What follows belongs to an exercise in optimizing a design on an open flow for small area and few clock cycles; a production flow would make more cautious choices. The RTL was checked by simulation tests, not by an equivalence proof against the original design. Power is estimated from default activity; no workload was simulated.

<file path="flow/config.mk">
export PLATFORM = sky130hd
export DESIGN_NAME = text_to_lcd_command_stream
export DESIGN_NICKNAME = text_to_lcd_command_stream
export VERILOG_FILES = /design/flow/design.v
export SDC_FILE = /design/flow/constraint.sdc
export NUM_CORES = 4
export LEC_CHECK = 0
export CAP_MARGIN = 20
export CORE_MARGIN = 2
export CORE_UTILIZATION = 30
export GPL_TIMING_DRIVEN = 0
export PLACE_DENSITY = 0.5
export SETUP_SLACK_MARGIN = 0.3
export SLEW_MARGIN = 20
export SYNTH_MEMORY_MAX_BITS = 16384
</file>
<file path="flow/flow/run.sh">
#!/bin/bash
# Layout flow: the standard layout (standard.sh) with these changes to how it is made:
#  - synthesis: ABC maps the combinational logic with flow/abc_area_map.script (choices,
#    then area-oriented mapping) in place of ORFS's abc_area.script, and Yosys's half/full
#    adder extraction is skipped (ADDER_MAP_FILE empty) so ABC optimises those gates with
#    the rest. Registers are mapped by dfflibmap before either step, exactly as in the
#    standard synthesis, and synth_recipe.tcl's flatten and renaming are kept as they are;
#  - every input and output port still gets its own buffer, a sky130_fd_sc_hd__buf_1
#    (BUFFER_PORTS_ARGS) instead of the larger cell buffer_ports picks by default.
# Each tool's output goes to ORFS's logs under orfs/logs/; make's own output to
# make_finish.log here.
set -euo pipefail
W=$(pwd)
sed -e 's#log_cmd abc {\*}$abc_args#log_cmd abc {*}[lreplace $abc_args 1 1 '"$W"'/flow/abc_area_map.script]#' \
	"$FLOW_HOME/scripts/synth.tcl" > "$W/synth_area.tcl"
grep -q 'abc_area_map.script' "$W/synth_area.tcl"
sed -e "s#\$::env(SCRIPTS_DIR)/synth.tcl#$W/synth_area.tcl#" "$W/synth_recipe.tcl" > "$W/synth_wrap.tcl"
grep -q 'synth_area.tcl' "$W/synth_wrap.tcl"
bash "$W/standard.sh" SYNTH_SCRIPT="$W/synth_wrap.tcl" ADDER_MAP_FILE= \
	BUFFER_PORTS_ARGS="-buffer_cell sky130_fd_sc_hd__buf_1" finish > "$W/make_finish.log" 2>&1
</file>
<file path="flow/design.v">
package ttlcd_pkg;
	localparam int unsigned PageCountDef = 8;
	localparam logic [7:0] LastColumn = 8'd131;
	localparam logic [7:0] WrapColumn = 8'd127;
	localparam logic [7:0] CmdPage = 8'hB0;
	localparam logic [7:0] CmdColHigh = 8'h10;
	localparam logic [7:0] CmdColLow = 8'h00;
	localparam logic [7:0] GlyphWidth = 8'd8;
	localparam logic [7:0] AlignMask = 8'hF8;
	localparam int unsigned GlyphDepth = 1024;
	localparam int unsigned GlyphAddrW = $clog2(GlyphDepth);
	localparam int unsigned ByteW = 8;
	localparam int unsigned RunBytes = 35;
	localparam int unsigned IdxW = $clog2(RunBytes);
	localparam logic [IdxW-1:0] LastIdx = IdxW'(RunBytes - 1);
	localparam logic [1:0] PosPage = 2'd0;
	localparam logic [1:0] PosColHigh = 2'd1;
	localparam logic [1:0] PosColLow = 2'd2;
	localparam logic [1:0] PosData = 2'd3;
	localparam logic [6:0] GlyphFirst = 7'd32;
	localparam int unsigned GlyphCount = 96;
	function automatic logic [39:0] font_core(input logic [6:0] idx);
		logic [39:0] row;
		case (idx)
			7'd0: row = 40'h0000000000;
			7'd1: row = 40'h00004F0000;
			7'd2: row = 40'h0000000000;
			7'd3: row = 40'h0000000000;
			7'd4: row = 40'h0000000000;
			7'd5: row = 40'h2313086462;
			7'd6: row = 40'h0000000000;
			7'd7: row = 40'h0000000000;
			7'd8: row = 40'h0000000000;
			7'd9: row = 40'h0000000000;
			7'd10: row = 40'h0000000000;
			7'd11: row = 40'h08083E0808;
			7'd12: row = 40'h0000000000;
			7'd13: row = 40'h0808080808;
			7'd14: row = 40'h6060000000;
			7'd15: row = 40'h0000000000;
			7'd16: row = 40'h3E4141413E;
			7'd17: row = 40'h44427F4040;
			7'd18: row = 40'h4261514946;
			7'd19: row = 40'h2141454B31;
			7'd20: row = 40'h1814127F10;
			7'd21: row = 40'h2745454539;
			7'd22: row = 40'h2C4A494930;
			7'd23: row = 40'h0301710907;
			7'd24: row = 40'h3649494936;
			7'd25: row = 40'h064949291E;
			7'd26: row = 40'h0036360000;
			7'd27: row = 40'h0000000000;
			7'd28: row = 40'h0000000000;
			7'd29: row = 40'h1414141414;
			7'd30: row = 40'h0000000000;
			7'd31: row = 40'h0201510906;
			7'd32: row = 40'h0000000000;
			7'd33: row = 40'h3C1211123C;
			7'd34: row = 40'h7F49494936;
			7'd35: row = 40'h3E41414122;
			7'd36: row = 40'h7F4141221C;
			7'd37: row = 40'h7F49494941;
			7'd38: row = 40'h7F09090901;
			7'd39: row = 40'h3F41494972;
			7'd40: row = 40'h7F0808087F;
			7'd41: row = 40'h00417F4100;
			7'd42: row = 40'h2040413F01;
			7'd43: row = 40'h7F08142241;
			7'd44: row = 40'h7F40404040;
			7'd45: row = 40'h7F020C027F;
			7'd46: row = 40'h7F0408027F;
			7'd47: row = 40'h3F4141413F;
			7'd48: row = 40'h7F09090906;
			7'd49: row = 40'h3F4151215E;
			7'd50: row = 40'h7F09192946;
			7'd51: row = 40'h2649494932;
			7'd52: row = 40'h01017F0101;
			7'd53: row = 40'h3F4040403F;
			7'd54: row = 40'h1F2040201F;
			7'd55: row = 40'h3F4038403F;
			7'd56: row = 40'h6314081463;
			7'd57: row = 40'h0708700807;
			7'd58: row = 40'h6151494543;
			7'd59: row = 40'h0000000000;
			7'd60: row = 40'h0000000000;
			7'd61: row = 40'h0000000000;
			7'd62: row = 40'h0000000000;
			7'd63: row = 40'h0000000000;
			7'd64: row = 40'h0000000000;
			7'd65: row = 40'h1054545478;
			7'd66: row = 40'h7F48444438;
			7'd67: row = 40'h3844444420;
			7'd68: row = 40'h384444487F;
			7'd69: row = 40'h3854545418;
			7'd70: row = 40'h087E090102;
			7'd71: row = 40'h0C5252523E;
			7'd72: row = 40'h7F08040478;
			7'd73: row = 40'h00447D4000;
			7'd74: row = 40'h2040443400;
			7'd75: row = 40'h7F10284400;
			7'd76: row = 40'h00417F4000;
			7'd77: row = 40'h7C04180478;
			7'd78: row = 40'h7C08040478;
			7'd79: row = 40'h3844444438;
			7'd80: row = 40'h7C14141408;
			7'd81: row = 40'h081414187C;
			7'd82: row = 40'h7C08040408;
			7'd83: row = 40'h4854545420;
			7'd84: row = 40'h043F444020;
			7'd85: row = 40'h3C4040207C;
			7'd86: row = 40'h1C2040201C;
			7'd87: row = 40'h3C4038403C;
			7'd88: row = 40'h4428102844;
			7'd89: row = 40'h0C5050503C;
			7'd90: row = 40'h4464544C44;
			7'd91: row = 40'h0000000000;
			7'd92: row = 40'h0000000000;
			7'd93: row = 40'h0000000000;
			7'd94: row = 40'h0000000000;
			7'd95: row = 40'h0705070000;
			default: row = 40'h0000000000;
		endcase
		font_core = row;
	endfunction
	function automatic logic [ByteW-1:0] glyph_byte(input logic [GlyphAddrW-1:0] addr);
		logic [6:0] code;
		logic [2:0] col;
		logic [39:0] row;
		logic [ByteW-1:0] res;
		code = addr[GlyphAddrW-1:3];
		col = addr[2:0];
		res = '0;
		if (code >= GlyphFirst && col >= 3'd1 && col <= 3'd5) begin
			row = font_core(7'(code - GlyphFirst));
			case (col)
				3'd1: res = row[39:32];
				3'd2: res = row[31:24];
				3'd3: res = row[23:16];
				3'd4: res = row[15:8];
				default: res = row[7:0];
			endcase
		end
		glyph_byte = res;
	endfunction
	typedef struct packed {
		logic valid;
		logic [ByteW-1:0] value;
		logic is_data;
		logic last;
		logic blank;
		logic [GlyphAddrW-1:0] rom_addr;
	} issue_t;
endpackage
module ttlcd_rom (
	input  logic [6:0] code,
	input  logic [3:0] col,
	output logic [6:0] data,
	output logic       shown
);
	logic [2:0] cc;
	logic [6:0] core;
	assign cc = col[2:0];
	assign shown = (code[6] | code[5]) & (col >= 4'd1) & (col <= 4'd5);
	assign data = core;
	logic new_n18;
	logic new_n19;
	logic new_n20;
	logic new_n21;
	logic new_n22;
	logic new_n23;
	logic new_n24;
	logic new_n25;
	logic new_n26;
	logic new_n27;
	logic new_n28;
	logic new_n29;
	logic new_n30;
	logic new_n31;
	logic new_n32;
	logic new_n33;
	logic new_n34;
	logic new_n35;
	logic new_n36;
	logic new_n37;
	logic new_n38;
	logic new_n39;
	logic new_n40;
	logic new_n41;
	logic new_n42;
	logic new_n43;
	logic new_n44;
	logic new_n45;
	logic new_n46;
	logic new_n47;
	logic new_n48;
	logic new_n49;
	logic new_n50;
	logic new_n51;
	logic new_n52;
	logic new_n53;
	logic new_n54;
	logic new_n55;
	logic new_n56;
	logic new_n57;
	logic new_n58;
	logic new_n59;
	logic new_n60;
	logic new_n61;
	logic new_n62;
	logic new_n63;
	logic new_n64;
	logic new_n65;
	logic new_n66;
	logic new_n67;
	logic new_n68;
	logic new_n69;
	logic new_n70;
	logic new_n71;
	logic new_n72;
	logic new_n73;
	logic new_n74;
	logic new_n75;
	logic new_n76;
	logic new_n77;
	logic new_n78;
	logic new_n79;
	logic new_n80;
	logic new_n81;
	logic new_n82;
	logic new_n83;
	logic new_n84;
	logic new_n85;
	logic new_n86;
	logic new_n87;
	logic new_n88;
	logic new_n89;
	logic new_n90;
	logic new_n91;
	logic new_n92;
	logic new_n93;
	logic new_n94;
	logic new_n95;
	logic new_n96;
	logic new_n97;
	logic new_n98;
	logic new_n99;
	logic new_n100;
	logic new_n101;
	logic new_n102;
	logic new_n103;
	logic new_n104;
	logic new_n105;
	logic new_n106;
	logic new_n107;
	logic new_n108;
	logic new_n109;
	logic new_n110;
	logic new_n111;
	logic new_n112;
	logic new_n113;
	logic new_n114;
	logic new_n115;
	logic new_n116;
	logic new_n117;
	logic new_n118;
	logic new_n119;
	logic new_n120;
	logic new_n121;
	logic new_n122;
	logic new_n123;
	logic new_n124;
	logic new_n125;
	logic new_n126;
	logic new_n127;
	logic new_n128;
	logic new_n129;
	logic new_n130;
	logic new_n131;
	logic new_n132;
	logic new_n133;
	logic new_n134;
	logic new_n135;
	logic new_n136;
	logic new_n137;
	logic new_n138;
	logic new_n139;
	logic new_n140;
	logic new_n141;
	logic new_n142;
	logic new_n143;
	logic new_n144;
	logic new_n145;
	logic new_n146;
	logic new_n147;
	logic new_n148;
	logic new_n149;
	logic new_n150;
	logic new_n151;
	logic new_n152;
	logic new_n153;
	logic new_n154;
	logic new_n155;
	logic new_n156;
	logic new_n157;
	logic new_n158;
	logic new_n159;
	logic new_n160;
	logic new_n161;
	logic new_n162;
	logic new_n163;
	logic new_n164;
	logic new_n165;
	logic new_n166;
	logic new_n167;
	logic new_n168;
	logic new_n169;
	logic new_n170;
	logic new_n171;
	logic new_n172;
	logic new_n173;
	logic new_n174;
	logic new_n175;
	logic new_n176;
	logic new_n177;
	logic new_n178;
	logic new_n179;
	logic new_n180;
	logic new_n181;
	logic new_n182;
	logic new_n183;
	logic new_n184;
	logic new_n185;
	logic new_n186;
	logic new_n187;
	logic new_n188;
	logic new_n189;
	logic new_n190;
	logic new_n192;
	logic new_n193;
	logic new_n194;
	logic new_n195;
	logic new_n196;
	logic new_n197;
	logic new_n198;
	logic new_n199;
	logic new_n200;
	logic new_n201;
	logic new_n202;
	logic new_n203;
	logic new_n204;
	logic new_n205;
	logic new_n206;
	logic new_n207;
	logic new_n208;
	logic new_n209;
	logic new_n210;
	logic new_n211;
	logic new_n212;
	logic new_n213;
	logic new_n214;
	logic new_n215;
	logic new_n216;
	logic new_n217;
	logic new_n218;
	logic new_n219;
	logic new_n220;
	logic new_n221;
	logic new_n222;
	logic new_n223;
	logic new_n224;
	logic new_n225;
	logic new_n226;
	logic new_n227;
	logic new_n228;
	logic new_n229;
	logic new_n230;
	logic new_n231;
	logic new_n232;
	logic new_n233;
	logic new_n234;
	logic new_n235;
	logic new_n236;
	logic new_n237;
	logic new_n238;
	logic new_n239;
	logic new_n240;
	logic new_n241;
	logic new_n242;
	logic new_n243;
	logic new_n244;
	logic new_n245;
	logic new_n246;
	logic new_n247;
	logic new_n248;
	logic new_n249;
	logic new_n250;
	logic new_n251;
	logic new_n252;
	logic new_n253;
	logic new_n254;
	logic new_n255;
	logic new_n256;
	logic new_n257;
	logic new_n258;
	logic new_n259;
	logic new_n260;
	logic new_n261;
	logic new_n262;
	logic new_n263;
	logic new_n264;
	logic new_n265;
	logic new_n266;
	logic new_n267;
	logic new_n268;
	logic new_n269;
	logic new_n270;
	logic new_n271;
	logic new_n272;
	logic new_n273;
	logic new_n274;
	logic new_n275;
	logic new_n276;
	logic new_n277;
	logic new_n278;
	logic new_n279;
	logic new_n280;
	logic new_n281;
	logic new_n282;
	logic new_n283;
	logic new_n284;
	logic new_n285;
	logic new_n286;
	logic new_n287;
	logic new_n288;
	logic new_n289;
	logic new_n290;
	logic new_n291;
	logic new_n292;
	logic new_n293;
	logic new_n294;
	logic new_n295;
	logic new_n296;
	logic new_n297;
	logic new_n298;
	logic new_n299;
	logic new_n300;
	logic new_n301;
	logic new_n302;
	logic new_n303;
	logic new_n304;
	logic new_n305;
	logic new_n306;
	logic new_n307;
	logic new_n309;
	logic new_n310;
	logic new_n311;
	logic new_n312;
	logic new_n313;
	logic new_n314;
	logic new_n315;
	logic new_n316;
	logic new_n317;
	logic new_n318;
	logic new_n319;
	logic new_n320;
	logic new_n321;
	logic new_n322;
	logic new_n323;
	logic new_n324;
	logic new_n325;
	logic new_n326;
	logic new_n327;
	logic new_n328;
	logic new_n329;
	logic new_n330;
	logic new_n331;
	logic new_n332;
	logic new_n333;
	logic new_n334;
	logic new_n335;
	logic new_n336;
	logic new_n337;
	logic new_n338;
	logic new_n339;
	logic new_n340;
	logic new_n341;
	logic new_n342;
	logic new_n343;
	logic new_n344;
	logic new_n345;
	logic new_n346;
	logic new_n347;
	logic new_n348;
	logic new_n349;
	logic new_n350;
	logic new_n351;
	logic new_n352;
	logic new_n353;
	logic new_n354;
	logic new_n356;
	logic new_n357;
	logic new_n358;
	logic new_n359;
	logic new_n360;
	logic new_n361;
	logic new_n362;
	logic new_n363;
	logic new_n364;
	logic new_n365;
	logic new_n366;
	logic new_n367;
	logic new_n368;
	logic new_n369;
	logic new_n370;
	logic new_n371;
	logic new_n372;
	logic new_n373;
	logic new_n374;
	logic new_n375;
	logic new_n376;
	logic new_n377;
	logic new_n378;
	logic new_n379;
	logic new_n380;
	logic new_n381;
	logic new_n382;
	logic new_n383;
	logic new_n384;
	logic new_n385;
	logic new_n386;
	logic new_n387;
	logic new_n388;
	logic new_n389;
	logic new_n390;
	logic new_n391;
	logic new_n392;
	logic new_n393;
	logic new_n394;
	logic new_n395;
	logic new_n396;
	logic new_n397;
	logic new_n398;
	logic new_n399;
	logic new_n400;
	logic new_n401;
	logic new_n402;
	logic new_n403;
	logic new_n404;
	logic new_n405;
	logic new_n406;
	logic new_n407;
	logic new_n408;
	logic new_n409;
	logic new_n411;
	logic new_n412;
	logic new_n413;
	logic new_n414;
	logic new_n415;
	logic new_n416;
	logic new_n417;
	logic new_n418;
	logic new_n419;
	logic new_n420;
	logic new_n421;
	logic new_n422;
	logic new_n423;
	logic new_n424;
	logic new_n425;
	logic new_n426;
	logic new_n427;
	logic new_n428;
	logic new_n429;
	logic new_n430;
	logic new_n431;
	logic new_n432;
	logic new_n433;
	logic new_n434;
	logic new_n435;
	logic new_n436;
	logic new_n437;
	logic new_n438;
	logic new_n439;
	logic new_n440;
	logic new_n441;
	logic new_n442;
	logic new_n443;
	logic new_n445;
	logic new_n446;
	logic new_n447;
	logic new_n448;
	logic new_n449;
	logic new_n450;
	logic new_n451;
	logic new_n452;
	logic new_n453;
	logic new_n454;
	logic new_n455;
	logic new_n456;
	logic new_n457;
	logic new_n458;
	logic new_n459;
	logic new_n460;
	logic new_n461;
	logic new_n462;
	logic new_n463;
	logic new_n464;
	logic new_n465;
	logic new_n466;
	logic new_n467;
	logic new_n468;
	logic new_n469;
	logic new_n470;
	logic new_n471;
	logic new_n472;
	logic new_n473;
	logic new_n475;
	logic new_n476;
	logic new_n477;
	logic new_n478;
	logic new_n479;
	logic new_n480;
	logic new_n481;
	logic new_n482;
	logic new_n483;
	logic new_n484;
	logic new_n485;
	logic new_n486;
	logic new_n487;
	logic new_n488;
	logic new_n489;
	logic new_n490;
	logic new_n491;
	logic new_n492;
	logic new_n493;
	logic new_n494;
	logic new_n495;
	logic new_n496;
	logic new_n497;
	logic new_n498;
	logic new_n499;
	logic new_n500;
	assign new_n18 = code[1] & code[0];
	assign new_n19 = ~code[1] & ~code[0];
	assign new_n20 = ~new_n18 & ~new_n19;
	assign new_n21 = ~cc[2] & cc[1];
	assign new_n22 = cc[2] & ~cc[0];
	assign new_n23 = ~new_n21 & ~new_n22;
	assign new_n24 = ~new_n20 & ~new_n23;
	assign new_n25 = ~code[5] & new_n19;
	assign new_n26 = ~new_n24 & ~new_n25;
	assign new_n27 = ~code[3] & cc[2];
	assign new_n28 = code[6] & ~code[4];
	assign new_n29 = code[2] & new_n28;
	assign new_n30 = ~new_n27 & new_n29;
	assign new_n31 = code[6] & ~code[2];
	assign new_n32 = ~code[5] & new_n31;
	assign new_n33 = code[2] & code[0];
	assign new_n34 = code[5] & code[4];
	assign new_n35 = ~code[6] & new_n34;
	assign new_n36 = new_n33 & new_n35;
	assign new_n37 = ~new_n32 & ~new_n36;
	assign new_n38 = code[1] & ~new_n37;
	assign new_n39 = code[3] & ~code[2];
	assign new_n40 = ~code[4] & ~code[1];
	assign new_n41 = ~new_n39 & new_n40;
	assign new_n42 = code[2] & cc[2];
	assign new_n43 = new_n39 & ~new_n40;
	assign new_n44 = ~new_n42 & ~new_n43;
	assign new_n45 = ~new_n41 & new_n44;
	assign new_n46 = code[4] & ~code[1];
	assign new_n47 = code[5] & new_n46;
	assign new_n48 = ~cc[0] & new_n47;
	assign new_n49 = ~code[3] & code[2];
	assign new_n50 = ~code[0] & new_n49;
	assign new_n51 = new_n48 & new_n50;
	assign new_n52 = ~new_n45 & new_n51;
	assign new_n53 = ~code[2] & new_n35;
	assign new_n54 = code[5] & ~code[4];
	assign new_n55 = new_n49 & new_n54;
	assign new_n56 = code[5] & ~code[2];
	assign new_n57 = ~code[1] & code[0];
	assign new_n58 = ~code[3] & new_n57;
	assign new_n59 = cc[0] & new_n58;
	assign new_n60 = new_n18 & new_n39;
	assign new_n61 = code[3] & ~code[1];
	assign new_n62 = new_n33 & new_n61;
	assign new_n63 = ~new_n60 & ~new_n62;
	assign new_n64 = code[6] & code[0];
	assign new_n65 = ~new_n58 & new_n64;
	assign new_n66 = new_n63 & new_n65;
	assign new_n67 = ~new_n59 & ~new_n66;
	assign new_n68 = ~new_n22 & ~new_n46;
	assign new_n69 = new_n31 & ~new_n68;
	assign new_n70 = new_n21 & ~new_n49;
	assign new_n71 = ~new_n69 & new_n70;
	assign new_n72 = ~new_n67 & new_n71;
	assign new_n73 = ~new_n39 & ~new_n49;
	assign new_n74 = new_n28 & new_n73;
	assign new_n75 = ~cc[2] & ~cc[1];
	assign new_n76 = ~cc[0] & ~new_n75;
	assign new_n77 = new_n20 & new_n76;
	assign new_n78 = new_n74 & new_n77;
	assign new_n79 = ~new_n45 & new_n78;
	assign new_n80 = code[6] & ~code[3];
	assign new_n81 = ~new_n28 & ~new_n80;
	assign new_n82 = ~new_n41 & ~new_n49;
	assign new_n83 = ~new_n81 & new_n82;
	assign new_n84 = new_n22 & ~new_n57;
	assign new_n85 = new_n83 & new_n84;
	assign new_n86 = ~new_n79 & ~new_n85;
	assign new_n87 = ~new_n72 & new_n86;
	assign new_n88 = new_n56 & ~new_n87;
	assign new_n89 = ~code[4] & ~code[2];
	assign new_n90 = new_n80 & ~new_n89;
	assign new_n91 = ~new_n56 & new_n90;
	assign new_n92 = code[3] & new_n53;
	assign new_n93 = ~new_n91 & ~new_n92;
	assign new_n94 = ~new_n75 & ~new_n93;
	assign new_n95 = cc[0] & ~new_n47;
	assign new_n96 = code[2] & ~new_n95;
	assign new_n97 = ~new_n48 & new_n96;
	assign new_n98 = ~code[5] & ~code[4];
	assign new_n99 = ~code[1] & ~cc[2];
	assign new_n100 = ~new_n98 & ~new_n99;
	assign new_n101 = ~new_n97 & new_n100;
	assign new_n102 = new_n94 & ~new_n101;
	assign new_n103 = ~new_n88 & ~new_n102;
	assign new_n104 = new_n55 & ~new_n103;
	assign new_n105 = ~new_n53 & ~new_n104;
	assign new_n106 = new_n20 & new_n45;
	assign new_n107 = ~new_n105 & new_n106;
	assign new_n108 = ~new_n52 & ~new_n107;
	assign new_n109 = cc[0] & new_n21;
	assign new_n110 = ~code[0] & new_n109;
	assign new_n111 = code[4] & code[2];
	assign new_n112 = ~code[5] & new_n75;
	assign new_n113 = ~new_n111 & ~new_n112;
	assign new_n114 = new_n80 & ~new_n113;
	assign new_n115 = new_n110 & new_n114;
	assign new_n116 = ~new_n34 & new_n75;
	assign new_n117 = cc[2] & cc[0];
	assign new_n118 = code[1] & ~new_n117;
	assign new_n119 = ~new_n116 & new_n118;
	assign new_n120 = new_n57 & new_n117;
	assign new_n121 = ~new_n98 & new_n120;
	assign new_n122 = ~new_n119 & ~new_n121;
	assign new_n123 = ~code[3] & code[0];
	assign new_n124 = ~new_n74 & ~new_n123;
	assign new_n125 = new_n31 & ~new_n124;
	assign new_n126 = ~new_n122 & new_n125;
	assign new_n127 = ~new_n115 & ~new_n126;
	assign new_n128 = code[0] & ~new_n98;
	assign new_n129 = code[6] & new_n39;
	assign new_n130 = ~new_n128 & new_n129;
	assign new_n131 = ~code[4] & ~new_n21;
	assign new_n132 = new_n20 & new_n131;
	assign new_n133 = ~new_n24 & ~new_n132;
	assign new_n134 = new_n130 & new_n133;
	assign new_n135 = new_n127 & ~new_n134;
	assign new_n136 = new_n108 & new_n135;
	assign new_n137 = ~new_n38 & new_n136;
	assign new_n138 = code[3] & ~new_n34;
	assign new_n139 = new_n109 & ~new_n138;
	assign new_n140 = new_n127 & new_n139;
	assign new_n141 = ~new_n137 & new_n140;
	assign new_n142 = ~new_n30 & ~new_n141;
	assign new_n143 = ~new_n26 & ~new_n142;
	assign new_n144 = code[4] & new_n32;
	assign new_n145 = ~new_n72 & ~new_n110;
	assign new_n146 = new_n144 & ~new_n145;
	assign new_n147 = ~new_n19 & ~new_n23;
	assign new_n148 = new_n61 & new_n147;
	assign new_n149 = code[1] & new_n27;
	assign new_n150 = ~new_n148 & ~new_n149;
	assign new_n151 = ~new_n53 & ~new_n144;
	assign new_n152 = ~new_n150 & ~new_n151;
	assign new_n153 = ~cc[0] & new_n152;
	assign new_n154 = ~new_n146 & ~new_n153;
	assign new_n155 = new_n31 & new_n148;
	assign new_n156 = new_n154 & new_n155;
	assign new_n157 = new_n136 & ~new_n156;
	assign new_n158 = code[0] & ~new_n103;
	assign new_n159 = new_n54 & new_n94;
	assign new_n160 = ~new_n23 & new_n53;
	assign new_n161 = ~new_n20 & ~new_n160;
	assign new_n162 = ~new_n159 & new_n161;
	assign new_n163 = ~code[3] & new_n35;
	assign new_n164 = new_n147 & ~new_n163;
	assign new_n165 = ~new_n19 & new_n23;
	assign new_n166 = new_n20 & ~new_n55;
	assign new_n167 = new_n30 & new_n166;
	assign new_n168 = new_n165 & ~new_n167;
	assign new_n169 = ~new_n152 & new_n168;
	assign new_n170 = ~new_n164 & ~new_n169;
	assign new_n171 = ~new_n162 & new_n170;
	assign new_n172 = ~code[0] & new_n45;
	assign new_n173 = ~new_n111 & new_n172;
	assign new_n174 = ~code[1] & new_n55;
	assign new_n175 = ~new_n173 & ~new_n174;
	assign new_n176 = cc[2] & new_n57;
	assign new_n177 = code[3] & code[1];
	assign new_n178 = ~new_n176 & ~new_n177;
	assign new_n179 = ~code[6] & code[5];
	assign new_n180 = ~new_n178 & new_n179;
	assign new_n181 = ~new_n109 & new_n180;
	assign new_n182 = ~new_n175 & new_n181;
	assign new_n183 = ~code[0] & ~new_n177;
	assign new_n184 = ~new_n60 & ~new_n183;
	assign new_n185 = new_n75 & ~new_n184;
	assign new_n186 = new_n83 & new_n185;
	assign new_n187 = ~new_n182 & ~new_n186;
	assign new_n188 = ~new_n171 & new_n187;
	assign new_n189 = ~new_n158 & new_n188;
	assign new_n190 = new_n157 & new_n189;
	assign core[6] = ~(~new_n143 & new_n190);
	assign new_n192 = ~code[1] & new_n75;
	assign new_n193 = new_n165 & ~new_n192;
	assign new_n194 = new_n108 & ~new_n193;
	assign new_n195 = new_n53 & ~new_n57;
	assign new_n196 = new_n123 & new_n195;
	assign new_n197 = new_n35 & new_n50;
	assign new_n198 = ~new_n74 & ~new_n197;
	assign new_n199 = ~new_n196 & new_n198;
	assign new_n200 = code[1] & cc[0];
	assign new_n201 = ~code[1] & ~cc[0];
	assign new_n202 = new_n21 & ~new_n201;
	assign new_n203 = ~new_n200 & new_n202;
	assign new_n204 = new_n199 & ~new_n203;
	assign new_n205 = ~new_n194 & ~new_n204;
	assign new_n206 = ~code[4] & ~new_n20;
	assign new_n207 = ~new_n61 & ~new_n118;
	assign new_n208 = new_n23 & new_n31;
	assign new_n209 = ~new_n207 & new_n208;
	assign new_n210 = new_n206 & new_n209;
	assign new_n211 = new_n80 & new_n111;
	assign new_n212 = code[3] & new_n29;
	assign new_n213 = ~new_n211 & ~new_n212;
	assign new_n214 = new_n165 & ~new_n213;
	assign new_n215 = ~new_n210 & ~new_n214;
	assign new_n216 = code[1] & ~new_n123;
	assign new_n217 = new_n117 & new_n216;
	assign new_n218 = ~code[0] & cc[2];
	assign new_n219 = ~code[1] & new_n49;
	assign new_n220 = ~new_n218 & new_n219;
	assign new_n221 = ~new_n217 & ~new_n220;
	assign new_n222 = new_n28 & ~new_n221;
	assign new_n223 = new_n215 & ~new_n222;
	assign new_n224 = new_n192 & ~new_n223;
	assign new_n225 = code[1] & ~code[0];
	assign new_n226 = new_n92 & new_n225;
	assign new_n227 = ~new_n51 & ~new_n226;
	assign new_n228 = new_n21 & ~new_n227;
	assign new_n229 = new_n20 & new_n22;
	assign new_n230 = ~code[0] & new_n34;
	assign new_n231 = new_n229 & ~new_n230;
	assign new_n232 = new_n101 & new_n231;
	assign new_n233 = ~new_n228 & ~new_n232;
	assign new_n234 = new_n94 & ~new_n233;
	assign new_n235 = new_n31 & new_n34;
	assign new_n236 = code[3] & ~code[0];
	assign new_n237 = new_n76 & new_n236;
	assign new_n238 = ~new_n229 & new_n237;
	assign new_n239 = ~new_n120 & ~new_n238;
	assign new_n240 = new_n235 & ~new_n239;
	assign new_n241 = ~new_n34 & ~new_n98;
	assign new_n242 = new_n19 & new_n241;
	assign new_n243 = ~new_n213 & new_n242;
	assign new_n244 = new_n109 & new_n243;
	assign new_n245 = new_n89 & new_n177;
	assign new_n246 = ~code[4] & ~new_n19;
	assign new_n247 = new_n49 & ~new_n246;
	assign new_n248 = ~new_n245 & ~new_n247;
	assign new_n249 = code[6] & new_n98;
	assign new_n250 = new_n22 & new_n249;
	assign new_n251 = ~new_n248 & new_n250;
	assign new_n252 = new_n18 & new_n117;
	assign new_n253 = new_n90 & new_n252;
	assign new_n254 = ~new_n251 & ~new_n253;
	assign new_n255 = ~new_n244 & new_n254;
	assign new_n256 = ~new_n240 & new_n255;
	assign new_n257 = ~new_n234 & new_n256;
	assign new_n258 = ~new_n224 & new_n257;
	assign new_n259 = code[5] & cc[0];
	assign new_n260 = ~cc[0] & new_n32;
	assign new_n261 = ~new_n259 & ~new_n260;
	assign new_n262 = ~cc[2] & ~new_n261;
	assign new_n263 = ~new_n179 & ~new_n262;
	assign new_n264 = ~new_n18 & ~new_n263;
	assign new_n265 = ~new_n165 & new_n259;
	assign new_n266 = ~new_n248 & new_n265;
	assign new_n267 = ~new_n264 & new_n266;
	assign new_n268 = code[0] & new_n23;
	assign new_n269 = new_n76 & new_n225;
	assign new_n270 = ~new_n268 & ~new_n269;
	assign new_n271 = ~new_n209 & new_n270;
	assign new_n272 = ~new_n34 & new_n270;
	assign new_n273 = ~new_n114 & ~new_n272;
	assign new_n274 = ~new_n271 & ~new_n273;
	assign new_n275 = ~new_n182 & ~new_n274;
	assign new_n276 = ~new_n267 & new_n275;
	assign new_n277 = new_n58 & new_n179;
	assign new_n278 = ~new_n249 & ~new_n277;
	assign new_n279 = code[2] & new_n75;
	assign new_n280 = ~new_n278 & new_n279;
	assign new_n281 = ~new_n34 & new_n186;
	assign new_n282 = ~new_n280 & ~new_n281;
	assign new_n283 = new_n276 & new_n282;
	assign new_n284 = new_n258 & new_n283;
	assign new_n285 = ~new_n205 & new_n284;
	assign new_n286 = ~new_n199 & new_n206;
	assign new_n287 = ~new_n199 & new_n207;
	assign new_n288 = ~code[2] & ~code[1];
	assign new_n289 = ~new_n54 & ~new_n288;
	assign new_n290 = new_n64 & ~new_n289;
	assign new_n291 = new_n203 & new_n290;
	assign new_n292 = ~new_n287 & ~new_n291;
	assign new_n293 = ~new_n286 & ~new_n292;
	assign new_n294 = ~new_n34 & new_n293;
	assign new_n295 = ~new_n157 & new_n294;
	assign new_n296 = new_n19 & new_n53;
	assign new_n297 = ~new_n186 & ~new_n296;
	assign new_n298 = new_n23 & ~new_n297;
	assign new_n299 = ~new_n180 & ~new_n200;
	assign new_n300 = ~new_n67 & ~new_n299;
	assign new_n301 = ~code[3] & ~new_n117;
	assign new_n302 = new_n69 & ~new_n301;
	assign new_n303 = ~new_n270 & new_n302;
	assign new_n304 = ~new_n300 & ~new_n303;
	assign new_n305 = ~new_n248 & ~new_n304;
	assign new_n306 = ~new_n298 & ~new_n305;
	assign new_n307 = ~new_n295 & new_n306;
	assign core[5] = ~(new_n285 & new_n307);
	assign new_n309 = ~new_n55 & ~new_n57;
	assign new_n310 = code[0] & new_n109;
	assign new_n311 = new_n171 & new_n310;
	assign new_n312 = new_n114 & new_n165;
	assign new_n313 = ~new_n303 & ~new_n312;
	assign new_n314 = ~new_n311 & new_n313;
	assign new_n315 = new_n57 & new_n314;
	assign new_n316 = ~new_n309 & ~new_n315;
	assign new_n317 = ~new_n285 & new_n316;
	assign new_n318 = ~new_n92 & ~new_n125;
	assign new_n319 = new_n120 & ~new_n318;
	assign new_n320 = new_n215 & ~new_n244;
	assign new_n321 = ~new_n319 & new_n320;
	assign new_n322 = ~new_n317 & new_n321;
	assign new_n323 = ~code[4] & ~new_n255;
	assign new_n324 = new_n180 & new_n310;
	assign new_n325 = ~new_n248 & new_n324;
	assign new_n326 = ~new_n323 & ~new_n325;
	assign new_n327 = ~new_n130 & new_n326;
	assign new_n328 = new_n310 & ~new_n327;
	assign new_n329 = new_n117 & ~new_n248;
	assign new_n330 = new_n282 & ~new_n329;
	assign new_n331 = new_n29 & ~new_n330;
	assign new_n332 = new_n36 & new_n61;
	assign new_n333 = ~new_n228 & ~new_n332;
	assign new_n334 = ~new_n331 & new_n333;
	assign new_n335 = ~new_n328 & new_n334;
	assign new_n336 = ~new_n216 & new_n235;
	assign new_n337 = ~cc[2] & ~cc[0];
	assign new_n338 = new_n57 & new_n337;
	assign new_n339 = new_n55 & new_n338;
	assign new_n340 = ~new_n336 & ~new_n339;
	assign new_n341 = new_n23 & new_n340;
	assign new_n342 = ~new_n257 & new_n341;
	assign new_n343 = ~new_n23 & ~new_n340;
	assign new_n344 = new_n257 & new_n343;
	assign new_n345 = new_n144 & new_n238;
	assign new_n346 = ~new_n293 & ~new_n345;
	assign new_n347 = ~new_n159 & ~new_n174;
	assign new_n348 = new_n64 & ~new_n347;
	assign new_n349 = new_n306 & ~new_n348;
	assign new_n350 = new_n346 & new_n349;
	assign new_n351 = ~new_n344 & new_n350;
	assign new_n352 = ~new_n342 & new_n351;
	assign new_n353 = new_n335 & new_n352;
	assign new_n354 = ~new_n141 & new_n353;
	assign core[4] = ~(new_n322 & new_n354);
	assign new_n356 = code[6] & ~new_n175;
	assign new_n357 = ~new_n240 & ~new_n356;
	assign new_n358 = new_n223 & ~core[5];
	assign new_n359 = ~new_n22 & new_n103;
	assign new_n360 = new_n55 & ~new_n359;
	assign new_n361 = ~new_n117 & new_n197;
	assign new_n362 = ~new_n360 & ~new_n361;
	assign new_n363 = ~new_n358 & ~new_n362;
	assign new_n364 = ~new_n53 & ~new_n159;
	assign new_n365 = ~new_n123 & ~new_n364;
	assign new_n366 = ~new_n38 & ~new_n144;
	assign new_n367 = ~new_n182 & new_n366;
	assign new_n368 = ~new_n365 & new_n367;
	assign new_n369 = ~new_n111 & new_n177;
	assign new_n370 = new_n23 & ~new_n369;
	assign new_n371 = ~new_n368 & new_n370;
	assign new_n372 = ~new_n79 & new_n215;
	assign new_n373 = ~code[5] & ~new_n372;
	assign new_n374 = new_n326 & ~new_n373;
	assign new_n375 = ~new_n371 & new_n374;
	assign new_n376 = new_n172 & ~new_n375;
	assign new_n377 = ~new_n36 & ~new_n115;
	assign new_n378 = ~new_n376 & new_n377;
	assign new_n379 = new_n122 & ~new_n378;
	assign new_n380 = new_n83 & new_n110;
	assign new_n381 = new_n87 & ~new_n380;
	assign new_n382 = new_n326 & new_n381;
	assign new_n383 = ~code[5] & ~new_n382;
	assign new_n384 = ~new_n19 & new_n98;
	assign new_n385 = new_n74 & new_n384;
	assign new_n386 = new_n382 & ~new_n385;
	assign new_n387 = ~new_n38 & ~new_n386;
	assign new_n388 = ~new_n383 & new_n387;
	assign new_n389 = ~new_n27 & new_n288;
	assign new_n390 = new_n23 & new_n389;
	assign new_n391 = ~new_n80 & ~new_n390;
	assign new_n392 = ~new_n134 & new_n391;
	assign new_n393 = new_n21 & new_n288;
	assign new_n394 = new_n80 & ~new_n279;
	assign new_n395 = ~new_n393 & new_n394;
	assign new_n396 = ~new_n392 & ~new_n395;
	assign new_n397 = new_n345 & ~new_n396;
	assign new_n398 = new_n34 & new_n396;
	assign new_n399 = code[6] & new_n18;
	assign new_n400 = ~new_n138 & new_n399;
	assign new_n401 = ~new_n167 & ~new_n400;
	assign new_n402 = new_n279 & ~new_n401;
	assign new_n403 = ~new_n186 & ~new_n402;
	assign new_n404 = ~new_n398 & new_n403;
	assign new_n405 = ~new_n397 & new_n404;
	assign new_n406 = new_n314 & new_n405;
	assign new_n407 = new_n335 & new_n406;
	assign new_n408 = ~new_n388 & new_n407;
	assign new_n409 = ~new_n379 & new_n408;
	assign core[2] = ~(~new_n363 & new_n409);
	assign new_n411 = ~new_n357 & ~core[2];
	assign new_n412 = ~new_n117 & ~new_n337;
	assign new_n413 = new_n384 & new_n412;
	assign new_n414 = ~new_n167 & ~new_n413;
	assign new_n415 = ~new_n228 & new_n414;
	assign new_n416 = ~new_n103 & ~new_n415;
	assign new_n417 = new_n61 & new_n160;
	assign new_n418 = ~new_n36 & ~new_n197;
	assign new_n419 = new_n84 & ~new_n418;
	assign new_n420 = ~new_n417 & ~new_n419;
	assign new_n421 = ~new_n416 & new_n420;
	assign new_n422 = ~new_n75 & ~new_n176;
	assign new_n423 = new_n235 & ~new_n422;
	assign new_n424 = ~new_n402 & ~new_n423;
	assign new_n425 = new_n306 & new_n424;
	assign new_n426 = ~code[3] & ~new_n425;
	assign new_n427 = ~new_n20 & new_n21;
	assign new_n428 = new_n197 & ~new_n427;
	assign new_n429 = new_n45 & new_n428;
	assign new_n430 = ~new_n241 & new_n303;
	assign new_n431 = ~new_n429 & ~new_n430;
	assign new_n432 = new_n154 & new_n431;
	assign new_n433 = ~new_n63 & ~new_n263;
	assign new_n434 = ~new_n65 & ~new_n277;
	assign new_n435 = ~code[1] & new_n109;
	assign new_n436 = ~new_n434 & new_n435;
	assign new_n437 = ~new_n433 & ~new_n436;
	assign new_n438 = ~code[4] & ~new_n437;
	assign new_n439 = ~new_n331 & ~new_n438;
	assign new_n440 = new_n432 & new_n439;
	assign new_n441 = ~new_n426 & new_n440;
	assign new_n442 = new_n421 & new_n441;
	assign new_n443 = new_n322 & new_n442;
	assign core[3] = ~(~new_n411 & new_n443);
	assign new_n445 = code[1] & new_n55;
	assign new_n446 = ~code[5] & code[4];
	assign new_n447 = new_n117 & new_n446;
	assign new_n448 = ~new_n445 & ~new_n447;
	assign new_n449 = core[6] & ~new_n448;
	assign new_n450 = ~new_n258 & new_n379;
	assign new_n451 = new_n72 & new_n259;
	assign new_n452 = ~new_n339 & ~new_n402;
	assign new_n453 = ~new_n451 & new_n452;
	assign new_n454 = new_n81 & ~new_n453;
	assign new_n455 = new_n282 & ~new_n454;
	assign new_n456 = ~new_n450 & new_n455;
	assign new_n457 = cc[2] & new_n53;
	assign new_n458 = code[1] & new_n457;
	assign new_n459 = new_n136 & ~new_n458;
	assign new_n460 = ~code[1] & ~new_n457;
	assign new_n461 = ~new_n136 & ~new_n460;
	assign new_n462 = ~new_n32 & ~new_n159;
	assign new_n463 = ~new_n337 & ~new_n462;
	assign new_n464 = ~new_n163 & ~new_n463;
	assign new_n465 = ~new_n23 & ~new_n464;
	assign new_n466 = ~new_n461 & new_n465;
	assign new_n467 = ~new_n459 & new_n466;
	assign new_n468 = new_n197 & new_n203;
	assign new_n469 = ~new_n197 & new_n228;
	assign new_n470 = ~new_n468 & ~new_n469;
	assign new_n471 = new_n375 & new_n470;
	assign new_n472 = ~new_n467 & new_n471;
	assign new_n473 = new_n456 & new_n472;
	assign core[1] = ~(~new_n449 & new_n473);
	assign new_n475 = code[5] & ~new_n295;
	assign new_n476 = new_n80 & new_n82;
	assign new_n477 = ~new_n23 & new_n28;
	assign new_n478 = ~new_n67 & new_n477;
	assign new_n479 = ~new_n476 & ~new_n478;
	assign new_n480 = new_n223 & new_n479;
	assign new_n481 = ~new_n371 & ~new_n480;
	assign new_n482 = ~new_n475 & new_n481;
	assign new_n483 = new_n225 & ~new_n337;
	assign new_n484 = ~new_n195 & ~new_n483;
	assign new_n485 = new_n465 & ~new_n484;
	assign new_n486 = ~new_n29 & ~new_n69;
	assign new_n487 = ~new_n276 & ~new_n486;
	assign new_n488 = new_n144 & new_n396;
	assign new_n489 = code[2] & new_n427;
	assign new_n490 = code[3] & ~new_n489;
	assign new_n491 = code[0] & ~new_n80;
	assign new_n492 = new_n34 & ~new_n288;
	assign new_n493 = new_n491 & new_n492;
	assign new_n494 = ~new_n243 & ~new_n493;
	assign new_n495 = ~new_n490 & ~new_n494;
	assign new_n496 = ~new_n488 & ~new_n495;
	assign new_n497 = new_n421 & new_n496;
	assign new_n498 = ~new_n487 & new_n497;
	assign new_n499 = ~new_n485 & new_n498;
	assign new_n500 = new_n456 & new_n499;
	assign core[0] = ~(~new_n482 & new_n500);
endmodule
module text_to_lcd_command_stream #(
	parameter int unsigned PAGE_COUNT = ttlcd_pkg::PageCountDef
) (
	input  logic       clk,
	input  logic       arst_n,
	input  logic       in_valid,
	output logic       in_ready,
	input  logic [7:0] char_code,
	output logic       out_valid,
	input  logic       out_ready,
	output logic [7:0] out_byte,
	output logic       is_data,
	output logic       last
);
	localparam int unsigned PageW = (PAGE_COUNT > 1) ? $clog2(PAGE_COUNT) : 1;
	localparam logic [PageW-1:0] PageMax = PageW'(PAGE_COUNT - 1);
	logic [3:0]       grp_q;
	logic [1:0]       pos_q;
	logic [6:0]       code_q;    
	logic [3:0]       cell_q;    
	logic [PageW-1:0] page_q;
	logic       idle;
	logic       last_byte;
	logic       take;
	logic       step;
	logic [7:0] col_cur;
	logic [7:0] mirrored;
	logic [6:0] glyph;
	logic [6:0] glyph_q;
	logic       shown;
	assign idle = grp_q[3] & (pos_q == 2'd3);
	assign last_byte = grp_q[3] & (pos_q == 2'd2);
	assign in_ready = idle | (last_byte & out_ready);
	assign take = in_valid & in_ready;
	assign step = out_ready & ~idle;
	always_ff @(posedge clk or negedge arst_n) begin
		if (!arst_n) begin
			grp_q <= 4'd8;
			pos_q <= 2'd3;
			cell_q <= '0;
			page_q <= '0;
		end else begin
			if (take) begin
				grp_q <= '0;
				pos_q <= '0;
			end else if (step) begin
				{grp_q, pos_q} <= {grp_q, pos_q} + 6'd1;
			end
			if (step & last_byte) begin
				{page_q, cell_q} <= {page_q, cell_q} + 7'd1;
			end
		end
	end
	always_ff @(posedge clk) begin
		if (in_ready) begin
			code_q <= {char_code[6:5] & ~{2{char_code[7]}}, char_code[4:0]};
		end
	end
	assign col_cur = {1'b0, cell_q, 3'b000} + {4'b0, grp_q};
	assign mirrored = ttlcd_pkg::LastColumn - col_cur;
	ttlcd_rom u_font (
		.code(code_q),
		.col (grp_q),
		.data(glyph),
		.shown(shown)
	);
	always_ff @(posedge clk) begin
		glyph_q <= glyph;
	end
	assign out_valid = ~idle;
	assign is_data = (pos_q == 2'd3);
	assign last = last_byte;
	always_comb begin
		case (pos_q)
			2'd0: out_byte = ttlcd_pkg::CmdPage + 8'(page_q);
			2'd1: out_byte = ttlcd_pkg::CmdColHigh + {4'b0, mirrored[7:4]};
			2'd2: out_byte = ttlcd_pkg::CmdColLow + {4'b0, mirrored[3:0]};
			default: out_byte = {1'b0, shown ? glyph_q : 7'd0};
		endcase
	end
endmodule
</file>
<file path="flow/constraint.sdc">
create_clock -name core_clock -period 5.0 [get_ports {clk}]
set_input_delay 1.0000 -clock core_clock [delete_from_list [all_inputs] [get_ports {clk}]]
set_output_delay 1.0000 -clock core_clock [all_outputs]
set_load 0.01 [all_outputs]
</file>
<file path="flow/standard.sh">
#!/bin/bash
# synth_recipe.tcl (not shown) runs the flow's synth.tcl, then flattens the netlist and writes it again
# the make line also repeats each setting of config.mk as NAME=value (left out here)
make -C /OpenROAD-flow-scripts/flow DESIGN_CONFIG=/design/flow/config.mk WORK_HOME=/design/flow/orfs CLKGATE_MAP_FILE= SYNTH_SCRIPT=/design/flow/synth_recipe.tcl "${@:-finish}"
</file>
<file path="flow/flow/abc_area_map.script">
strash
 &get -n
 &dch -f
 &nf -D 3000 -R 1000
 &put
 topo
 stime -c
</file>
==> results of run 1 <==
-- registers in the layout, summed over array words and instances (netlist names) --
signal   cells
code_q       7
glyph_q      7
cell_q       4
grp_q        4
page_q       3
pos_q        2
-- layer usage --
| metal | GRT usage, % | vias to the layer above |
|---|---|---|
| li1 | - | 1641 |
| met1 | 36.0 | 1756 |
| met2 | 37.6 | 341 |
| met3 | 6.89 | 102 |
| met4 | 14.6 | 0 |
| met5 | 0 | - |
-- cell usage in the layout (no fill, tap or decap), drive strengths merged, types with 3 or more instances in the layout --
cell and count:
xnor2 10, a21o 4, or2 4, dfxtp 7, clkbuf 3, o311ai 3
o211ai 3, nand2b 5, nor4 7, xor2 4, dfstp 3, a31oi 8
a2111oi 3, a311oi 3, and2 7, and3 5, edfxtp 7, dfrtp 10
nand3 23, o21ai 27, o32ai 3, a211oi 4, nor3 17, or3 5
nand4 5, a21oi 41, o21a 3, clkinv 9, a222oi 3, nor2 64
nor2b 12, o22ai 6, buf 44, nand2 58, a22oi 3, o31ai 3
-- worst max path at each step --
stage,slack [ns],from,to,depth (start not counted)
floorplan,1.12,code_q[1]$_DFFE_PN_,glyph_q[3]$_DFF_P_,16
global placement,-0.52,code_q[3]$_DFFE_PN_,glyph_q[3]$_DFF_P_,18
detailed placement,-0.33,code_q[3]$_DFFE_PN_,glyph_q[3]$_DFF_P_,18
CTS,0.30,code_q[2]$_DFFE_PN_,glyph_q[3]$_DFF_P_,17
global route,0.31,code_q[2]$_DFFE_PN_,glyph_q[3]$_DFF_P_,17
finish,0.35,code_q[3]$_DFFE_PN_,glyph_q[3]$_DFF_P_,18
-- final cells by class --
type	count	area share [%]
Multi-Input combinational cell	369	64.3
Sequential cell	27	21.2
Timing Repair Buffer	44	7.72
Tap cell	108	4.21
Clock buffer	3	1.29
Inverter	9	1.05
Clock inverter	1	0.234
-- worst register-to-register path, cell delays in order (launching register included) --
cell and delay (ns):
edfxtp_1 0.39, clkinv_1 0.23, nor2_2 0.30, or3_1 0.21, nand3_2 0.23, nand4_1 0.25
o311ai_0 0.24, a32o_1 0.39, a21oi_1 0.16, nor3_1 0.06, a41oi_1 0.25, nand3b_1 0.20
a31oi_1 0.29, or3_1 0.24, nand3_1 0.11, nor2_1 0.13, a21oi_1 0.05, or4_1 0.59
o211ai_1 0.24
-- report_power, final --
part	internal [mW]	leakage, nW	switching [mW]
Clock	0.0565	0.0217	0.0664
Sequential	0.309	0.279	0.122
Combinational	0.350	0.839	0.771
-- per-stage QoR --
| step | hold WS [ns] | TNS [ns] | setup slack [ns] | total power, mW |
|---|---|---|---|---|
| 3_5_place_dp | 0.474 | -0.471 | -0.325 | 1.44 |
| 5_1_grt | 0.545 | 0 | 0.313 | 1.77 |
| 4_1_cts | 0.487 | 0 | 0.304 | 1.59 |
| 6_report | 0.486 | 0 | 0.345 | 1.67 |
| 3_3_place_gp | 0.476 | -0.872 | -0.519 | 1.47 |
| 2_1_floorplan | 0.445 | 0 | 1.12 | 1.07 |
-- cell families after synthesis --
kind of cell	share of synthesized area (%)
XOR/XNOR	4.45
flip-flops	24.7
AO/OA/AOI/OAI	31.8
buffers and inverters	1.23
AND/OR/NAND/NOR	37.0
multiplexers	0.817
-- repair_timing --
action / 4_1_cts / 5_1_grt
hold endpoints to repair: 0 / 0
setup endpoints to repair: 4 / 2
setup buffers: 10 / 11
resized for setup: 2 / 4
==> impl_metrics.py, run 1 <==
metrics = {
    "placement": {
        "hpwlAfterDp_um": 9240,
        "place.gp.congestion": 1.05,
        "place_inst": 536,
        "placed_area_um2": 2980,
        "port_buffers": 23,
    },
    "sta": {
        "period_share_pct": 93.1,
        "period_minus_slack_ns": 4.65,
        "setup_violations": 0,
        "drv_slew": 0,
        "clock.fmax_ghz": 0.215,
        "rsz0062_at_grt": "no",
        "worstMarginPinSlew_ns": 1.03,
        "maxSlewHeadroom_pct": 30.9,
        "clock_skew_ns": 0.00661,
        "hold_viol_final": 0,
    },
    "min_path": {
        "whs_path_depth": 1,
        "hold_start": "page_q[2]$_DFFE_PN0P_",
        "hp-class": "register to register",
        "hold_end": "page_q[2]$_DFFE_PN0P_",
    },
    "routing": {
        "dr.max_layer_used": "met4",
        "vias": 3840,
        "drtIter0Drc": 682,
        "wl_met1_um": 5280,
        "drc": 0,
        "ant_nets": 0,
        "firstDrtPassIters": 6,
        "routed_wl_um": 13300,
        "wl_per_cell_um": 23.8,
        "routed-wl-met3_um": 1750,
        "wl_met2_um": 5410,
        "vias_per_cell": 6.84,
    },
    "worst_setup_path": {
        "critPathBufInv": 1,
        "reg2reg_depth": 18,
        "cp-end-kind": "register",
        "cp_data_required_time_ns": 5.18,
        "worstSetupPathType": "register to register",
        "reg2reg_slack_ns": 0.35,
        "crit_fanout": 6,
        "cp-start-kind": "register",
        "critical_path.cell_chain": "clkinv_1, nor2_2, or3_1, nand3_2, nand4_1, o311ai_0, a32o_1, a21oi_1, nor3_1, a41oi_1, nand3b_1, a31oi_1, or3_1, nand3_1, nor2_1, a21oi_1, or4_1, o211ai_1",
        "r2r-end": "glyph_q[3]$_DFF_P_",
        "r2r-start": "code_q[3]$_DFFE_PN_",
        "cp_top_family": "simple AND/OR/NAND/NOR gates",
        "cpMaxStageDelayCell": "or4_1",
        "cp_slowest_stage_delay_ns": 0.59,
        "cp.arrival_ns": 4.84,
    },
    "grt": {
        "gr-total-overflow": 0,
        "grt_max_degree": 27,
        "grt_pass1_vias": 3592,
        "grt_pass1_wl_um": 20300,
        "grt_usage_pct": 26.3,
        "antenna_found_initial": 0,
    },
    "synthesis": {
        "synth_top_cells_by_area": "dfrtp_1, nor2_1, nand2_1",
        "yosysTopAreaCell": "dfrtp_1",
        "yosysMostFrequentCell": "nor2_1",
        "syn_nets": 417,
        "yosys_warnings": 1,
        "synth_top_cell_area_share_pct": 9.08,
        "postSynthAreaPerCell_um2": 6.80,
        "ys_async_sr_fraction_pct": 48.1,
        "synth-main-ff-cell": "dfrtp_1",
        "ys_ff_latch": 27,
        "yosys-top-cells-count": "nor2_1, nand2_1, a21oi_1, o21ai_0, nand3_1",
        "syn-cell-area_um2": 2760,
        "syn_inst": 405,
        "seq_area_frac_synth_pct": 24.7,
        "synth_edf_count": 7,
        "ys_types": 53,
    },
    "power": {
        "peakVddDrop_mv": 0.246,
        "power.leakage_nw": 1.14,
        "power_per_cell_area_nw_per_um2": 522,
    },
    "cells_and_area": {
        "synthToLayoutAreaGrowth_pct": 16.4,
        "multi_input_area_um2": 2060,
        "nets": 466,
        "regArea_um2": 681,
        "num-fill-cells": 974,
        "fin_cells": 561,
        "postLayoutCellArea_um2": 3210,
        "n_antenna_cell": 0,
        "utilization_pct": 36.4,
        "drive_gt1_share_pct": 7.51,
    },
    "cts": {
        "cts_buffers": 3,
        "cts_tree": "done",
        "clockBufferDepth": 2,
        "cts.sink_count": 27,
        "cts_hold_buf": 0,
        "clkTransAtPathRegs_ns": 0.09,
        "h-tree-depth": 1,
        "clkLatencyLatePin_ns": 0.27,
        "clock_tree.root_cell": "clkbuf_8",
    },
    "floorplanning": {
        "die_area_um2": 9970,
        "num_rows": 34,
        "fp.dieW_um": 99.8,
        "core_area_um2": 8810,
        "start_util_pct": 31.3,
        "ios": 24,
        "die_y_um": 99.8,
    },
    "flow_run": {
        "cap_violations": 0,
    },
    "outcome": {
        "status": "no timing/DRC/antenna violations",
    },
}
Testbench counts, summed over its fixed seeds: cycles 84,008.
==> inputs of run 2 (changes only) <==
--- a/flow/config.mk
+++ b/flow/config.mk
@@ -10,5 +10,5 @@
 export CORE_UTILIZATION = 30
 export GPL_TIMING_DRIVEN = 0
-export PLACE_DENSITY = 0.5
+export PLACE_DENSITY = 0.55
 export SETUP_SLACK_MARGIN = 0.3
 export SLEW_MARGIN = 20
==> impl_metrics.py, run 2 <==
metrics = {
    "floorplanning": {
        "start_util_pct": 31.3,
        "fp.dieW_um": 99.8,
        "ios": 24,
        "num_rows": 34,
        "core_area_um2": 8810,
        "die_y_um": 99.8,
        "die_area_um2": 9970,
    },
    "sta": {
        "rsz0062_at_grt": "no",
        "period_share_pct": 93.4,
        "setup_violations": 0,
        "period_minus_slack_ns": 4.67,
        "clock_skew_ns": 0.00932,
        "drv_slew": 0,
        "hold_viol_final": 0,
        "maxSlewHeadroom_pct": 27.3,
        "clock.fmax_ghz": 0.214,
        "worstMarginPinSlew_ns": 1.08,
    },
    "routing": {
        "ant_nets": 0,
        "vias": 3822,
        "vias_per_cell": 6.84,
        "drc": 0,
        "wl_per_cell_um": 23.9,
        "drtIter0Drc": 718,
        "routed_wl_um": 13400,
        "firstDrtPassIters": 8,
    },
    "cells_and_area": {
        "drive_gt1_share_pct": 7.76,
        "fin_cells": 559,
        "nets": 464,
        "n_antenna_cell": 0,
        "biggestRegsByFlops": "code_q (7), glyph_q (7)",
        "synthToLayoutAreaGrowth_pct": 16.3,
        "num-fill-cells": 962,
        "postLayoutCellArea_um2": 3210,
        "final_cell_mix": "nor2_1, nand2_1, a21oi_1",
        "utilization_pct": 36.4,
        "final_common_cell": "nor2_1",
    },
    "synthesis": {
        "syn-cell-area_um2": 2760,
        "ys_async_sr_fraction_pct": 48.1,
        "yosysTopAreaCell": "dfrtp_1",
        "synth_top_cells_by_area": "dfrtp_1, nor2_1, nand2_1",
        "ys_types": 53,
        "seq_area_frac_synth_pct": 24.7,
        "synth-compound-area-share_pct": 31.8,
        "yosys-top-cells-count": "nor2_1, nand2_1, a21oi_1, o21ai_0, nand3_1",
        "post_synth_fa_ha_maj_area_fraction_pct": 0,
        "synth_top_family_by_area": "simple AND/OR/NAND/NOR gates",
        "yosys_warnings": 1,
        "synth-simple-area-share_pct": 37.0,
        "synthMuxAreaShare_pct": 0.817,
        "syn_inst": 405,
        "synthXorXnorAreaFrac_pct": 4.45,
        "synth_edf_count": 7,
        "syn_nets": 417,
        "postSynthAreaPerCell_um2": 6.80,
        "synth_top_cell_area_share_pct": 9.08,
        "synth-main-ff-cell": "dfrtp_1",
        "yosysMostFrequentCell": "nor2_1",
        "ys_ff_latch": 27,
    },
    "worst_setup_path": {
        "cpMaxStageDelayCell": "edfxtp_1",
        "worstSetupPathType": "register to register",
        "cp_top_family": "simple AND/OR/NAND/NOR gates",
        "cp-start-kind": "register",
        "r2r-start": "code_q[5]$_DFFE_PN_",
        "crit_start": "code_q[5]$_DFFE_PN_",
        "critPathBufInv": 0,
        "cp-end-kind": "register",
        "crit_top_cell": "a21oi_1",
        "crit_fanout": 14,
        "cp.arrival_ns": 4.80,
        "critical_path.cell_chain": "nand2_1, nor3_4, nand2_1, a21oi_1, a32o_2, a21oi_1, nor3_1, a41oi_2, nand3b_1, a31oi_1, or3_1, nand3_1, nor2_1, a21oi_1, or4_1, o211ai_1",
        "cp_data_required_time_ns": 5.13,
        "cp_slowest_stage_delay_ns": 0.79,
    },
    "power": {
        "power_per_cell_area_nw_per_um2": 522,
        "power.leakage_nw": 1.13,
        "p_int_mw": 0.713,
        "p_seq_share_pct": 26.1,
        "power_frac_comb_pct": 66.7,
        "p_sw_share_pct": 57.4,
        "p_clk_share_pct": 7.2,
        "p_sw_mw": 0.961,
        "peakVddDrop_mv": 0.315,
    },
    "cts": {
        "cts_hold_buf": 0,
        "clkLatencyLatePin_ns": 0.27,
        "cts_buffers": 3,
        "h-tree-depth": 1,
        "clkTransAtPathRegs_ns": 0.09,
        "cts_tree": "done",
        "cts.sink_count": 27,
        "clock_tree.root_cell": "clkbuf_8",
        "clockBufferDepth": 2,
    },
    "grt": {
        "gr-total-overflow": 0,
        "grt_pass1_wl_um": 20200,
        "grt_usage_pct": 26.4,
        "antenna_found_initial": 0,
        "grt_max_degree": 27,
        "grt_pass1_vias": 3512,
    },
    "flow_run": {
        "cap_violations": 0,
    },
    "placement": {
        "place.gp.congestion": 1.06,
        "place_inst": 536,
        "hpwlAfterDp_um": 9380,
        "placed_area_um2": 2980,
        "port_buffers": 23,
    },
    "min_path": {
        "hp-class": "register to register",
        "hold_start": "page_q[2]$_DFFE_PN0P_",
    },
    "outcome": {
        "status": "no timing/DRC/antenna violations",
    },
}
==> run 2: cell counts after synthesis <==
Identical to the previous run, type by type.
==> run 2: power groups by stage <==
stage	Sequential, mW	Combinational (mW)	Clock, mW
after detailed placement	0.469	0.966	0
after global routing	0.451	1.18	0.139
after CTS	0.429	1.05	0.130
after floorplan	0.407	0.667	0
final	0.437	1.12	0.121
after global placement	0.472	1.01	0
==> run 2: cell families (layout without fill, tap and decap cells) <==
kind of cell              Yosys count  count (layout)
and+or+nand+nor                   218             218
buffers and inverters               9              55
xor gates and xnor gates           14              14
muxes                               2               2
DFF                                27              27
AOI/OAI and AO/OA                 135             135
==> run 2: path summary, 6_finish.rpt <==
kind / cells after the start / slack (ns) / to
max reg2reg: 16 / 0.33 / glyph_q[3]$_DFF_P_
min: 1 / 0.50 / page_q[2]$_DFFE_PN0P_
min in group asynchronous: 1 / 0.76 / grp_q[1]$_DFFE_PN0P_
min reg2reg: 1 / 0.50 / page_q[2]$_DFFE_PN0P_
max: 16 / 0.33 / glyph_q[3]$_DFF_P_
max in group asynchronous: 1 / 3.73 / grp_q[2]$_DFFE_PN0P_
==> run 2: stage by stage <==
step	setup WS, ns	TNS (ns)	power (mW)	hold WS [ns]
5_1_grt	0.248	0	1.77	0.520
4_1_cts	0.302	0	1.60	0.499
3_5_place_dp	-0.287	-0.421	1.43	0.487
3_3_place_gp	-0.552	-1.22	1.48	0.480
6_report	0.328	0	1.67	0.496
2_1_floorplan	1.12	0	1.07	0.445
==> run 2: repair_timing <==
action / in CTS / in global routing
endpoints found under the setup margin: 5 / 2
hold endpoints to repair: 0 / 0
gates resized for setup: 2 / 8
pin swaps: 0 / 0
setup buffers: 16 / 2
==> run 2: area by class of cell <==
class / instances / area (um2) / share of cell area [%]
sequential: 27 / 681 / 21.2
clock buffer: 3 / 41.3 / 1.29
timing repair buffer: 42 / 230 / 7.18
tap: 108 / 135 / 4.22
clock inverter: 1 / 7.51 / 0.234
inverter: 9 / 33.8 / 1.05
multi-input combinational: 369 / 2080 / 64.8
==> run 2: per-layer routing <==
layer	GRT usage, %	wire (um)	vias to the layer above	share of wire [%]
li1	-	-	1638	-
met1	36.3	5460	1752	41
met2	38.3	5430	355	41
met3	8.57	1770	77	13
met4	10.2	710	0	5.3
met5	0	0	-	0

re-timing with driven ports:
No port has a modelled driver above. Below, the same layouts with a new extraction and two added sets of constraints. Step 1 assumes that a clkbuf_16 drives the clock port and a buf_2 every other input. Step 2, shift: input delay + t, output delay - t, t = (earliest + latest rising clock arrival at the registers) / 2. This alone moves slack from input paths to output paths. a / b / c = ideal / step 1 / step 2; a / b = the first two.
run | t, ns | setup WS [ns] | worst setup path after step 2 | clock arrival spread, ns | cell pins on the clock port's net
run 1 | 0.294 | 0.345 / 0.345 / 0.345 | register to register | 0.007 / 0.007 | 1
run 2 | 0.290 | 0.328 / 0.328 / 0.328 | register to register | 0.009 / 0.010 | 1
After both steps every run listed still meets setup and hold.
